Background: an optimization exercise with open tools, aiming at small area. Do not read the settings as production practice. The RTL was checked by simulation tests, not by an equivalence proof against the original design. Power is estimated from default activity; no workload was simulated.

==> design.v <==
`timescale 1ns/1ps
package mipsPkg;
    localparam int DataWidth = 32;
    localparam int RegAddrWidth = 5;
    typedef enum logic [5:0] {
        OpRType = 6'h00,
        OpJ     = 6'h02,
        OpBeq   = 6'h04,
        OpBne   = 6'h05,
        OpAddi  = 6'h08,
        OpAddiu = 6'h09,
        OpSlti  = 6'h0a,
        OpAndi  = 6'h0c,
        OpXori  = 6'h0e,
        OpLui   = 6'h0f,
        OpLw    = 6'h23,
        OpSw    = 6'h2b
    } opcodeT;
    typedef enum logic [5:0] {
        FnSll   = 6'h00,
        FnSrl   = 6'h02,
        FnSra   = 6'h03,
        FnBreak = 6'h0d,
        FnAdd   = 6'h20,
        FnAddu  = 6'h21,
        FnSub   = 6'h22,
        FnSubu  = 6'h23,
        FnAnd   = 6'h24,
        FnXor   = 6'h26
    } functT;
    typedef enum logic [3:0] {
        AluPassB, AluAdd, AluSub, AluAnd, AluXor, AluSlt, AluSll, AluSrl, AluSra, AluLui
    } aluOpT;
    typedef enum logic {SrcAPc, SrcAReg} aluSrcAT;
    typedef enum logic [1:0] {SrcBReg, SrcBFour, SrcBImm, SrcBBranch} aluSrcBT;
    typedef enum logic [1:0] {PcAluResult, PcAluOut, PcJump, PcHandler} pcSourceT;
    typedef enum logic [1:0] {RegAluOut, RegMdr} regSourceT;
    typedef enum logic {ExcInvalidOpcode = 1'b0, ExcOverflow = 1'b1} excCauseT;
    typedef struct packed {
        opcodeT opcode;
        logic [RegAddrWidth-1:0] rs;
        logic [RegAddrWidth-1:0] rt;
        logic [RegAddrWidth-1:0] rd;
        logic [4:0] shamt;
        functT funct;
    } rTypeT;
    typedef struct packed {
        opcodeT opcode;
        logic [RegAddrWidth-1:0] rs;
        logic [RegAddrWidth-1:0] rt;
        logic [15:0] imm16;
    } iTypeT;
    typedef struct packed {
        opcodeT opcode;
        logic [25:0] target26;
    } jTypeT;
    typedef union packed {
        rTypeT rType;
        iTypeT iType;
        jTypeT jType;
    } instrWordT;
endpackage
`timescale 1ns/1ps
module registerFile (
    input  logic       clock,
    input  logic       clearAll,     
    input  logic       writeEnable,
    input  logic [4:0] writeAddr,
    input  logic [3:0] writeDigit,
    input  logic [4:0] readAddrA,
    input  logic [4:0] readAddrB,
    output logic [3:0] readDigitA,
    output logic [3:0] readDigitB
);
    logic [3:0] heads [32];
    assign heads[0] = 4'h0;
    for (genvar i = 1; i < 32; i++) begin : g_reg
        logic [31:0] ring;
        logic we;
        assign we = clearAll | (writeEnable && writeAddr == 5'(i));
        always_ff @(posedge clock)
            ring <= {we ? writeDigit : ring[3:0], ring[31:4]};
        assign heads[i] = ring[3:0];
    end
    assign readDigitA = heads[readAddrA];
    assign readDigitB = heads[readAddrB];
endmodule
`timescale 1ns/1ps
module mipsCore #(
    parameter logic [31:0] HandlerAddress = 32'h0000_0100
) (
    input logic clock,
    input logic reset,
    input logic [31:0] memReadData,
    output logic [31:0] memAddress,
    output logic [31:0] memWriteData,
    output logic memWrite,
    output logic halted,
    output logic exceptionTaken,
    output logic [31:0] epc,
    output logic cause
);
    typedef enum logic [3:0] {
        SClear, SExec, SWb, SNext, SFetch, SExc, SMem1L, SMem1S, SMem2L, SMem2S, SHalt
    } stateT;
    stateT state;
    stateT nextState;
    logic [2:0] ph;
    logic last;
    logic [31:0] pc;     
    logic [31:0] tmp;    
    logic [31:0] ma;     
    logic [29:0] epcReg;
    logic [4:0] dst;     
    logic flag;          
    logic carry;
    logic [1:0] prev;    
    assign last = (ph == 3'd7);
    logic [31:0] ins;
    logic [5:0] op;
    logic [5:0] fn;
    logic [4:0] rsA;
    logic [4:0] rtA;
    logic [4:0] rdA;
    logic [4:0] sh;
    assign ins = memReadData;
    assign op = ins[31:26];
    assign fn = ins[5:0];
    assign rsA = ins[25:21];
    assign rtA = ins[20:16];
    assign rdA = ins[15:11];
    assign sh = ins[10:6];
    logic isR;
    logic fnSll, fnSrl, fnSra, fnBrk, fnAdd, fnAddu, fnSub, fnSubu, fnAnd, fnXor;
    logic opJ, opBeq, opBne, opAddi, opAddiu, opSlti, opAndi, opXori, opLui, opLw, opSw;
    assign isR = (op == 6'h00);
    assign fnSll = isR && fn == 6'h00;
    assign fnSrl = isR && fn == 6'h02;
    assign fnSra = isR && fn == 6'h03;
    assign fnBrk = isR && fn == 6'h0d;
    assign fnAdd = isR && fn == 6'h20;
    assign fnAddu = isR && fn == 6'h21;
    assign fnSub = isR && fn == 6'h22;
    assign fnSubu = isR && fn == 6'h23;
    assign fnAnd = isR && fn == 6'h24;
    assign fnXor = isR && fn == 6'h26;
    assign opJ = (op == 6'h02);
    assign opBeq = (op == 6'h04);
    assign opBne = (op == 6'h05);
    assign opAddi = (op == 6'h08);
    assign opAddiu = (op == 6'h09);
    assign opSlti = (op == 6'h0a);
    assign opAndi = (op == 6'h0c);
    assign opXori = (op == 6'h0e);
    assign opLui = (op == 6'h0f);
    assign opLw = (op == 6'h23);
    assign opSw = (op == 6'h2b);
    logic isShift, isTrap, isBranch, wrNow, isValid;
    assign isShift = fnSll | fnSrl | fnSra;
    assign isTrap = fnAdd | fnSub | opAddi;   
    assign isBranch = opBeq | opBne;
    assign wrNow = fnAddu | fnSubu | fnAnd | fnXor | opAddiu | opAndi | opXori | opLui;
    assign isValid = isShift | isTrap | isBranch | wrNow | fnBrk | opSlti | opLw | opSw | opJ;
    logic inExec, inWb, inNext, inMem1, inMem2, memL;
    assign inExec = (state == SExec);
    assign inWb = (state == SWb);
    assign inNext = (state == SNext);
    assign inMem1 = (state == SMem1L) || (state == SMem1S);
    assign inMem2 = (state == SMem2L) || (state == SMem2S);
    assign memL = (state == SMem1L) || (state == SMem2L);
    logic [2:0] uIdx;
    logic [3:0] uDig;
    logic luiSel;
    assign luiSel = inExec && opLui;
    assign uIdx = ph ^ {luiSel, 2'b00};
    assign uDig = ins[{uIdx, 2'b00} +: 4];
    logic [3:0] sDig;
    assign sDig = {uDig[1:0], (ph == 3'd0) ? 2'b00 : prev};
    logic sextImm;
    logic [3:0] immDig;
    assign sextImm = opAddi | opAddiu | opSlti | opLw | opSw;
    always_comb begin
        if (!ph[2])
            immDig = opLui ? 4'h0 : uDig;
        else if (opLui)
            immDig = uDig;
        else
            immDig = sextImm ? {4{ins[15]}} : 4'h0;
    end
    logic [3:0] offDig;
    always_comb begin
        if (!ph[2])
            offDig = sDig;
        else if (ph == 3'd4)
            offDig = {prev[1], prev[1], prev[1], prev[0]};
        else
            offDig = {4{prev[1]}};
    end
    logic clearAll;
    logic rfWe;
    logic [4:0] rfWa;
    logic [3:0] rfWd;
    logic [4:0] rfRb;
    logic [3:0] rsDig;
    logic [3:0] rtDig;
    assign clearAll = (state == SClear);
    assign rfRb = inMem1 ? dst : rtA;
    registerFile regBank (
        .clock(clock),
        .clearAll(clearAll),
        .writeEnable(rfWe),
        .writeAddr(rfWa),
        .writeDigit(rfWd),
        .readAddrA(rsA),
        .readAddrB(rfRb),
        .readDigitA(rsDig),
        .readDigitB(rtDig)
    );
    logic pcMode;
    logic subMode;
    logic [3:0] aDig;
    logic [3:0] bDig;
    logic [3:0] bEff;
    logic cin;
    logic [3:0] sum;
    logic cout;
    logic ovf;
    logic less;
    assign pcMode = inNext || inMem2 || (inExec && opJ);
    assign subMode = !pcMode && (fnSub || fnSubu || opSlti);
    always_comb begin
        if (pcMode) begin
            aDig = (ph == 3'd0) ? {pc[3:2], 2'b11} : pc[3:0];
            bDig = (inNext && flag) ? offDig : 4'h0;
        end else begin
            aDig = rsDig;
            bDig = isR ? rtDig : immDig;
        end
    end
    assign bEff = bDig ^ {4{subMode}};
    assign cin = (ph == 3'd0) ? (subMode || pcMode) : carry;
    assign {cout, sum} = {1'b0, aDig} + {1'b0, bEff} + {4'h0, cin};
    assign ovf = (aDig[3] == bEff[3]) && (sum[3] != aDig[3]);
    assign less = sum[3] ^ ovf;
    logic [3:0] aluDig;
    always_comb begin
        if (fnAnd || opAndi)
            aluDig = aDig & bDig;
        else if (fnXor || opXori)
            aluDig = aDig ^ bDig;
        else if (opLui)
            aluDig = bDig;
        else
            aluDig = sum;
    end
    logic [4:0] amt;
    logic [63:0] rot;
    logic [3:0] shDig;
    assign amt = fnSll ? (5'd0 - sh) : sh;
    assign rot = {tmp, tmp} >> amt;
    always_comb begin
        for (int b = 0; b < 4; b++) begin
            logic [4:0] pos;
            logic keep;
            pos = {ph, 2'(b)};
            keep = fnSll ? (pos >= sh) : (pos <= ~sh);
            shDig[b] = keep ? rot[b] : (fnSra && flag);
        end
    end
    always_comb begin
        rfWe = 1'b0;
        rfWa = isR ? rdA : rtA;
        rfWd = aluDig;
        case (state)
            SClear: rfWd = 4'h0;
            SExec: rfWe = wrNow;
            SWb: begin
                rfWe = 1'b1;
                if (isShift)
                    rfWd = shDig;
                else if (opSlti)
                    rfWd = {3'b000, (ph == 3'd0) && flag};
            end
            SMem1L: begin
                rfWe = ph >= 3'd5;
                rfWa = dst;
                rfWd = uDig;
            end
            SMem2L: begin
                rfWe = ph <= 3'd4;
                rfWa = dst;
                rfWd = uDig;
            end
            default: ;
        endcase
    end
    logic [3:0] pcIn;
    logic [3:0] tIn;
    always_comb begin
        case (state)
            SClear: pcIn = 4'h0;
            SExc: pcIn = HandlerAddress[{ph, 2'b00} +: 4];
            SNext, SMem2L, SMem2S: pcIn = sum;
            SExec: pcIn = opJ ? (last ? sum : sDig) : pc[3:0];
            default: pcIn = pc[3:0];
        endcase
    end
    always_comb begin
        tIn = tmp[3:0];
        if (inExec && (opLw || opSw))
            tIn = sum;
        else if ((inExec && isShift) || inMem1)
            tIn = rtDig;
    end
    always_ff @(posedge clock) begin
        pc <= {pcIn, pc[31:4]};
        tmp <= {tIn, tmp[31:4]};
        carry <= cout;
        prev <= (inNext && ph[2]) ? prev : uDig[3:2];
        if (inExec)
            dst <= rtA;
    end
    logic fcopy;
    logic maWr;
    logic [2:0] maIdx;
    logic [3:0] maIn;
    always_comb begin
        case (state)
            SClear, SNext, SFetch, SExc, SMem2L, SMem2S: fcopy = (ph >= 3'd3);
            SExec: fcopy = (ph <= 3'd2);
            default: fcopy = 1'b0;
        endcase
    end
    assign maWr = fcopy || inMem1;
    assign maIdx = fcopy ? (ph + 3'd5) : ph;
    assign maIn = fcopy ? pc[23:20] : tmp[3:0];
    always_ff @(posedge clock) begin
        for (int d = 0; d < 8; d++)
            if (maWr && maIdx == 3'(d))
                ma[4*d +: 4] <= maIn;
    end
    logic eqDig;
    logic accEq;
    assign eqDig = (rsDig == rtDig);
    assign accEq = ((ph == 3'd0) || flag) && eqDig;
    always_ff @(posedge clock) begin
        if (last) begin
            if (inExec)
                flag <= isBranch ? (opBeq ? accEq : !accEq)
                      : opSlti ? less
                      : isShift ? rtDig[3]
                      : 1'b0;
            else
                flag <= 1'b0;
        end else if (inExec && isBranch) begin
            flag <= accEq;
        end
    end
    always_comb begin
        nextState = state;
        case (state)
            SClear, SNext, SFetch, SExc, SMem2L, SMem2S: nextState = SExec;
            SExec: begin
                if (fnBrk) nextState = SHalt;
                else if (!isValid) nextState = SExc;
                else if (isTrap) nextState = ovf ? SExc : SWb;
                else if (opSlti || isShift) nextState = SWb;
                else if (opLw) nextState = SMem1L;
                else if (opSw) nextState = SMem1S;
                else if (opJ) nextState = SFetch;
                else nextState = SNext;
            end
            SWb: nextState = SNext;
            SMem1L: nextState = SMem2L;
            SMem1S: nextState = SMem2S;
            SHalt: nextState = SHalt;
            default: nextState = SClear;
        endcase
    end
    always_ff @(posedge clock or posedge reset) begin
        if (reset) begin
            state <= SClear;
            ph <= 3'd0;
            epcReg <= '0;
            cause <= 1'b0;
        end else begin
            ph <= ph + 3'd1;
            if (last)
                state <= nextState;
            if (exceptionTaken) begin
                epcReg <= ma[31:2];
                cause <= isTrap;
            end
        end
    end
    assign exceptionTaken = (state == SExc) && (ph == 3'd0);
    assign halted = (state == SHalt);
    assign memWrite = (state == SMem2S) && (ph == 3'd0);
    assign memAddress = ma;
    assign memWriteData = tmp;
    assign epc = {epcReg, 2'b00};
endmodule
==> run.sh <==
#!/bin/bash
# synth_recipe.tcl (not shown) runs the flow's synth.tcl, then flattens the netlist and writes it again
# the make line also repeats each setting of config.mk as NAME=value (left out here)
make -C /OpenROAD-flow-scripts/flow DESIGN_CONFIG=/design/flow/config.mk WORK_HOME=/design/flow/orfs CLKGATE_MAP_FILE= SYNTH_SCRIPT=/design/flow/synth_recipe.tcl finish
==> config.mk <==
export PLATFORM = sky130hd
export DESIGN_NAME = mipsCore
export DESIGN_NICKNAME = mipsCore
export VERILOG_FILES = /design/flow/design.v
export SDC_FILE = /design/flow/constraint.sdc
export NUM_CORES = 4
export LEC_CHECK = 0
export CAP_MARGIN = 20
export CORE_MARGIN = 2
export CORE_UTILIZATION = 40
export SLEW_MARGIN = 20
==> constraint.sdc <==
create_clock -name core_clock -period 10.0 [get_ports {clock}]
set_input_delay 2.0000 -clock core_clock [delete_from_list [all_inputs] [get_ports {clock}]]
set_output_delay 2.0000 -clock core_clock [all_outputs]
set_load 0.01 [all_outputs]
==> summary.md <==
| Metric | Value |
|---|---|
| Status | `timing/DRC/antenna clean` |
| Critical path's slowest cell | `clkdlybuf4s50_1` |
| Seq/Total Area, Yosys | `69.2%` |
| Vias per inst | `5.36` |
| Max cap viols | `0` |
| Iter 0 DRT Violations | `between 1.5k and 2k` |
| Compound-Gate Fraction of Synth Area | `8.78%` |
| CTS tree | `yes` |
| Hold endpoint | `regBank.g_reg[1].ring[25]$_DFF_P_` |
| Multiplexer area fraction after synthesis | `7.87%` |
| Worst path cell trace | `clkdlybuf4s50_1 > nor2_1 > and3_1 > a32o_1 > a2111oi_0 > nand4_1 > or4_1 > nand2_1 > nand3_1 > mux2i_1 > fa_1 > fa_1 > xnor2_1 > nand2_1 > mux2_2 > nand2_1 > a211oi_1 > nor4_1 > nand4_1 > buf_4 > mux2_2` |
| Clk latency of the worst-skew pair | `0.68 ns` |
| Synthesized flop and latch total | `approximately 1.1k` |
| Total GRT Usage | `23.2%` |
| Yosys top cell area share | `62.8%` |
| Cell variety after synth | `100` |
| Worst flop-to-flop path startpoint | `state[3]$_DFFE_PP0P_` |
| DRC violations left | `0` |
| Initial antenna violation count | `6` |
| Worst path depth | `21` |
| Post-CTS sizing | `0` |
| Worst min path class | `reg -> reg` |
| Simple-Gate Fraction of Synth Area | `10.2%` |
| Leakage Power | `15.7 nW` |
| Sw frac | `24.7%` |
| Reg-to-reg slack, setup | `3.03 ns` |
| Hold_buf cts | `0` |
| Commonest non-fill, non-tap cells in the layout | `dfxtp_1, nand2_1, clkdlybuf4s50_1, nor2_1, clkbuf_16` |
| P per Cell Area | `~250 nW/µm²` |
| Top FF cell, synth | `dfxtp_1` |
| Final Hold Viols | `0` |
| Logic pwr share | `10.0%` |
| CP max FO | `31` |
| Final Critical Period | `8.07 ns` |
| Asr flop ratio synth | `under 10%` |
| Die area | `a little under 90000 µm²` |
| Longest Clk Path Bufs | `3` |
| GPL Wtd Cong | `0.975` |
| Flop pwr share | `49.7%` |
| Crit start category | `primary input` |
| First-pass GRT wire length | `between 100000 and 150000 µm` |
| Final Total Pwr | `0.00987 W` |
| R2r endpoint | `regBank.g_reg[19].ring[30]$_DFF_P_` |
| Max H-tree Level | `3` |
| Hold Crit Start | `regBank.g_reg[1].ring[29]$_DFF_P_` |
| Arr. time, crit path | `approximately 8.6 ns` |
| DR vias | `about 21k` |
| Root Driver | `clkbuf_16` |
| Synth Area in Adders | `under 10%` |
| Fin Clk Skew | `between 0.05 and 0.06 ns` |
| CP peak stage delay | `roughly 1.1 ns` |
| Port Buffers | `131` |
| Mean post-synth cell area | `12.6 µm²` |
| Largest family of logic cells by synthesized area | `simple AND/OR/NAND/NOR gates` |
| Initial Util | `40.3%` |
| Maximum vdd ir drop | `165 µV` |
| Synth area leader | `dfxtp_1` |
| P_sw | `roughly 0.0024 W` |
| Die W | `294 µm` |
| Post-synth EDFFs | `40` |
| # nets final | `~2.9k` |
| Setup violators final | `0` |
| Crit end category | `register` |
| Buf+Inv Stages, Crit Path | `2` |
| CTS Buf Count | `103` |
| Cell-internal power | `about 0.0074 W` |
| Hold Crit Depth | `0` |
| Num Clock Sinks | `1135` |
| Pre-antenna DRT Iters | `6` |
| # IOs | `134` |
| Setup tns final | `0 ns` |
| Total global routing overflow | `0` |
| Clk pwr share | `40.3%` |
| Commonest non-fill, non-tap cell in the layout | `dfxtp_1` |
| Ranking of synthesized cells by area | `dfxtp_1, edfxtp_1, mux2_2, dfrtp_1, mux4_2` |
| Crit Path Category | `in -> reg` |
| YS warnings | `3` |
| Mapped Cells | `around 2.7k` |
| Fmax | `0.124 GHz` |
| Core area | `83600 µm²` |
| Layout cell share with drive strength beyond 1 | `13.1%` |
| Xor/xnor share of the synthesized area | `0.468%` |
| Post-CTS setup buffers | `0` |
| Final Slew Violations | `0` |
| Worst Reg-to-Reg Cells | `22` |
| Delay-heaviest family, CP | `simple AND/OR/NAND/NOR gates` |
| Largest net degree at the start of global routing | `54` |
| Synth Cell Area | `33700 µm²` |
| Routed Antenna Nets | `0` |
| WP data required | `10.56 ns` |
| Unrepaired setup endpoints after global routing | `false` |
| Worst-path clk slew | `0.06 ns` |
| Period utilisation layout | `80.7%` |
| Num rows | `roughly 110` |
| Most frequent CP cell | `nand2_1` |
| Slew at the pin closest to its max-slew limit | `roughly 1.1 ns` |
| HPWL after detailed placement | `73800 µm` |
| Vias in the first global route | `between 20k and 25k` |
| Wirelength, routed | `around 100000 µm` |
| Relative slew slack | `23.6%` |
| Chip height | `294 µm` |
| DR WL/cell | `25.4 µm` |
| Area grow syn2layout | `18.0%` |
per-layer routing:
| layer | track usage, % | vias up | part of all wire, % |
|---|---|---|---|
| met2 | 37.7 | 795 | 46 |
| met4 | 9.01 | 8 | 3.9 |
| li1 | - | 9798 | - |
| met3 | 3.72 | 195 | 5.5 |
| met1 | 31.0 | 10600 | 44 |
| met5 | 0 | - | 0.050 |
power by group through the flow:
| stage | combinational (W) | clock [W] | sequential, W |
|---|---|---|---|
| 6_report | 0.000985 | 0.00398 | 0.00491 |
| 5_1_grt | 0.00104 | 0.00426 | 0.00493 |
| 4_1_cts | 0.000980 | 0.00407 | 0.00491 |
| 3_5_place_dp | 0.000977 | 0 | 0.00501 |
| 3_3_place_gp | 0.000974 | 0 | 0.00500 |
| 2_1_floorplan | 0.000491 | 0 | 0.00497 |
kinds of logic (layout without fill, tap and decap cells):
family          count (synthesis)  after routing
flops                        1135           1135
simple gates                  672            672
compound gates                437            437
mux                           205            205
buf+inv                       180            422
fa+ha+maj                      28             28
xor+xnor                       15             15
other cells                     1              4
worst reg2reg max path, delay by kind of cell (launching register included):
| kind | cells | cell delay (ns) |
|---|---|---|
| buffers and inverters | 3 | 0.78 |
| XOR/XNOR | 1 | 0.35 |
| multiplexers | 4 | 1.16 |
| AND/OR/NAND/NOR | 8 | 2.28 |
| flip-flops | 1 | 0.36 |
| AO/OA/AOI/OAI | 4 | 1.02 |
| adder cells (fa/ha/maj) | 2 | 0.95 |
flip-flops by register name, indices dropped and copies added (netlist names):
signal / cells
ph: 3
carry: 1
dst: 5
pc: 32
regBank.g.ring: 992
tmp: 32
cause: 1
epcReg: 30
state: 4
flag: 1
prev: 2
ma: 32
how the worst max path moves through the flow:
stage               slack [ns]             from                                  to
finish                    1.93  memReadData[16]  regBank.g_reg[19].ring[30]$_DFF_P_
global route              1.56  memReadData[17]   regBank.g_reg[3].ring[30]$_DFF_P_
CTS                       2.01  memReadData[16]   regBank.g_reg[3].ring[30]$_DFF_P_
detailed placement        1.32  memReadData[16]  regBank.g_reg[19].ring[30]$_DFF_P_
global placement          1.44  memReadData[16]  regBank.g_reg[24].ring[30]$_DFF_P_
floorplan                 3.38  memReadData[19]  regBank.g_reg[10].ring[30]$_DFF_P_
stage by stage:
stage               setup slack [ns]  hold slack (ns)  util (%)  instance area, µm²  cells
floorplan                       3.38            0.310         -               33700   2674
global placement                1.44            0.310      43.3               36100   3806
detailed placement              1.32            0.312      43.3               36100   3806
CTS                             2.01            0.279      47.6               39700   3996
global route                    1.56            0.281      47.6               39700   3996
finish                          1.93            0.281      47.6               39700   3998
layout make-up:
type,count,area (µm²)
Tap cell,1080,1350
Antenna cell,2,5.00
Clock inverter,45,583
Sequential cell,1135,23300
Multi-Input combinational cell,1359,9630
Timing Repair Buffer,176,1640
Inverter,56,210
Clock buffer,145,3000
Fill cell,7412,43800
Yosys cell counts, types with 37 or more instances:
master	instances
a21oi_1	68
a31oi_1	55
clkbuf_1	80
dfrtp_1	38
dfxtp_1	1057
edfxtp_1	40
inv_1	52
mux2_2	88
mux2i_1	77
mux4_2	39
nand2_1	230
nand3_1	65
nor2_1	118
nor3_1	37
o21ai_0	73

## re-timing with driven ports
The flow's constraints put no driver on any port. The routed layout listed below was extracted and timed again, unchanged, in two steps.
Step 1 sets driving cells, clkbuf_16 on the clock port and buf_2 on the other inputs (assumed; they add their load-dependent delay and slew).
Step 2 times the ports against the registers' clock, not the clock port: input delays grow and output delays shrink by t, the midpoint of the rising clock arrivals with the driver on.
Slacks: ideal ports / drivers / drivers and shift; pairs: ideal ports / drivers.
t, ns: 0.720
setup slack, ns: 1.933 / 1.921 / 1.201
worst setup path at the end: input to register
After both steps this run still meets setup and hold. For this run, drivers alone change the setup slack by -0.012 ns; drivers and shift together by -0.732 ns.
